This is an optimization exercise on Yosys and OpenROAD, whose aim is small area and a short achievable clock period, not a production implementation. The RTL was checked by simulation tests, not by an equivalence proof against the original design. The flow treats the clock pin as an ideal source, which a real chip does not have.

Setup of oak:
Design fir_out_capture, start of the top module:
module fir_out_capture #(
  parameter int DEPTH = 128,
  parameter int IN_W  = 54,
  parameter int OUT_W = 18,
  parameter int SHIFT = 8,
  localparam int ADR_W = $clog2(DEPTH)
) (
  input  logic                    clk,
  input  logic                    rst,
  input  logic                    arm,
  input  logic [ADR_W-1:0]        len,
  input  logic signed [IN_W-1:0]  din,
  input  logic                    din_valid,
  input  logic                    rd_en,
  input  logic [ADR_W-1:0]        rd_adr,
  output logic signed [OUT_W-1:0] rd_data,
  output logic                    rd_valid,
  output logic                    busy,
  output logic                    done,
  output logic                    sat_flag,
  output logic [ADR_W:0]          wr_cnt
);
  localparam int HI_LO = SHIFT + OUT_W;    
  logic                    busy_q, done_q;
  logic [ADR_W-1:0]        len_q;
  logic [ADR_W:0]          wr_cnt_q;
  logic [ADR_W-1:0]        wa_q;
  logic [7:0]              wlo_q;    
  logic [DEPTH/8-1:0]      whi_q;    
  logic                    sat_q;
  logic                    vld_p0;
  logic [OUT_W-1:0]        xlo;
  logic                    c, hi1, hi0;
  logic                    carry, in_range, sat;
  logic [OUT_W-1:0]        scaled;
  logic [OUT_W-1:0]        data_p0;
  logic                    sat_p0;
  logic [OUT_W-1:0]        rd_data_q;
  logic                    rd_valid_q;
  logic                    start, last_wr, accept;
  logic [DEPTH*OUT_W-1:0]  mem_q;
  logic [DEPTH-1:0]        wsel;
  logic [DEPTH-1:0]        rsel_a, rsel_b;
  logic [OUT_W-1:0]        rd_word;
  assign xlo      = din[HI_LO-1:SHIFT];
  assign c        = din[SHIFT-1];
  assign hi1      = &din[IN_W-1:HI_LO];
  assign hi0      = ~|din[IN_W-1:HI_LO];
  assign carry    = c & (&xlo[OUT_W-2:0]);
  ...
Size in the first run: roughly 4200 cells after synthesis, roughly 2400 flip-flops, about 100 I/O pins, about 85000 sq um of cells after synthesis.
clock: 3.2 ns
lec_check: 0
cap_margin: 20
core_area: 5 5 395 386
die_area: 0 0 400 391
place_density: 0.7
setup_slack_margin: 1.3
slew_margin: 20
synth_hierarchical: 1
standard.sh (not shown) runs the stock make flow with config.mk's settings and CLKGATE_MAP_FILE= SYNTH_SCRIPT=/design/flow/synth_recipe.tcl, a recipe that flattens the netlist after the stock synthesis.
==> flow/flow/run.sh <==
#!/bin/bash
# Standard ORFS layout (the standard.sh, standard synthesis unchanged) with:
#  - plain buf_2 cells on the ports instead of the delay cells buffer_ports picks;
#  - the buffer's flip-flops and read gates pre-placed as a regular array after the
#    floorplan (place_mem.tcl), with free sites between the columns and the first
#    read-tree levels beside their gates, released after global placement
#    (unfix_mem.tcl);
#  - a clock tree of clkbuf_8 cells over clusters of up to 18 flip-flops, without
#    dummy loads;
#  - the nets from the input ports to their port buffers kept free of hold buffers
#    during the clock tree step's timing repair (pre_cts.tcl, post_cts.tcl).
# The make output goes to flow_make.log; ORFS keeps each step's log under orfs/logs.
set -o pipefail
F=$PWD/flow
bash standard.sh \
  "BUFFER_PORTS_ARGS=-buffer_cell sky130_fd_sc_hd__buf_2" \
  "POST_PDN_TCL=$F/place_mem.tcl" \
  "POST_GLOBAL_PLACE_TCL=$F/unfix_mem.tcl" \
  "PRE_CTS_TCL=$F/pre_cts.tcl" \
  "POST_CTS_TCL=$F/post_cts.tcl" \
  "CTS_ARGS=-sink_clustering_enable -repair_clock_nets -dont_use_dummy_load -buf_list sky130_fd_sc_hd__clkbuf_8 -sink_clustering_size 18 -sink_clustering_max_diameter 45" \
  finish > flow_make.log 2>&1
Other scripts of this flow, unchanged in this note and not shown: flow/flow/place_mem.tcl, flow/flow/post_cts.tcl, flow/flow/pre_cts.tcl, flow/flow/unfix_mem.tcl
## Diff of input files: pine against oak
- SETUP_SLACK_MARGIN changed from 1.3 to 0.8
==> results.txt <==
- pine completed end to end with timing, DRC and antenna clean.
- Per the comparison of pine with oak, amount of wire on met3 after detailed routing now sits lower; number of clock sinks flat; clock transition at the registers of the reported paths fell 0.02 ns; largest stage delay on the critical path has decreased.

afterwards: timing with drivers on the ports:
Ports are ideal in the flow. The routed layouts listed here were re-timed in OpenROAD.
Step 1 (the two cells are an assumption about what drives the block):
set clk [get_ports {clk}]
set_driving_cell -lib_cell sky130_fd_sc_hd__clkbuf_16 $clk
set_driving_cell -lib_cell sky130_fd_sc_hd__buf_2 [delete_from_list [all_inputs] $clk]
Step 2 times the ports against the registers' clock, not the clock port: input delays grow and output delays shrink by t, the midpoint of the rising clock arrivals with the driver on.
a / b / c = ideal ports / drivers / drivers and shift; a / b = the first two.
run | shift t [ns] | setup slack, ns | worst hold slack (ns) | slew at the worst register clock pin (ns)
oak | 0.956 | 0.994 / 0.928 / -0.028 | 0.084 / 0.049 / 0.482 | 0.11 / 0.11
pine | 0.978 | 0.769 / 0.776 / -0.201 | 0.095 / 0.058 / 0.474 | 0.11 / 0.11
With both steps, setup timing fails in oak and pine, where it was met with ideal ports. The setup slack of oak, which loses most, moves by -0.066 ns with the drivers and by -1.022 ns with both steps.
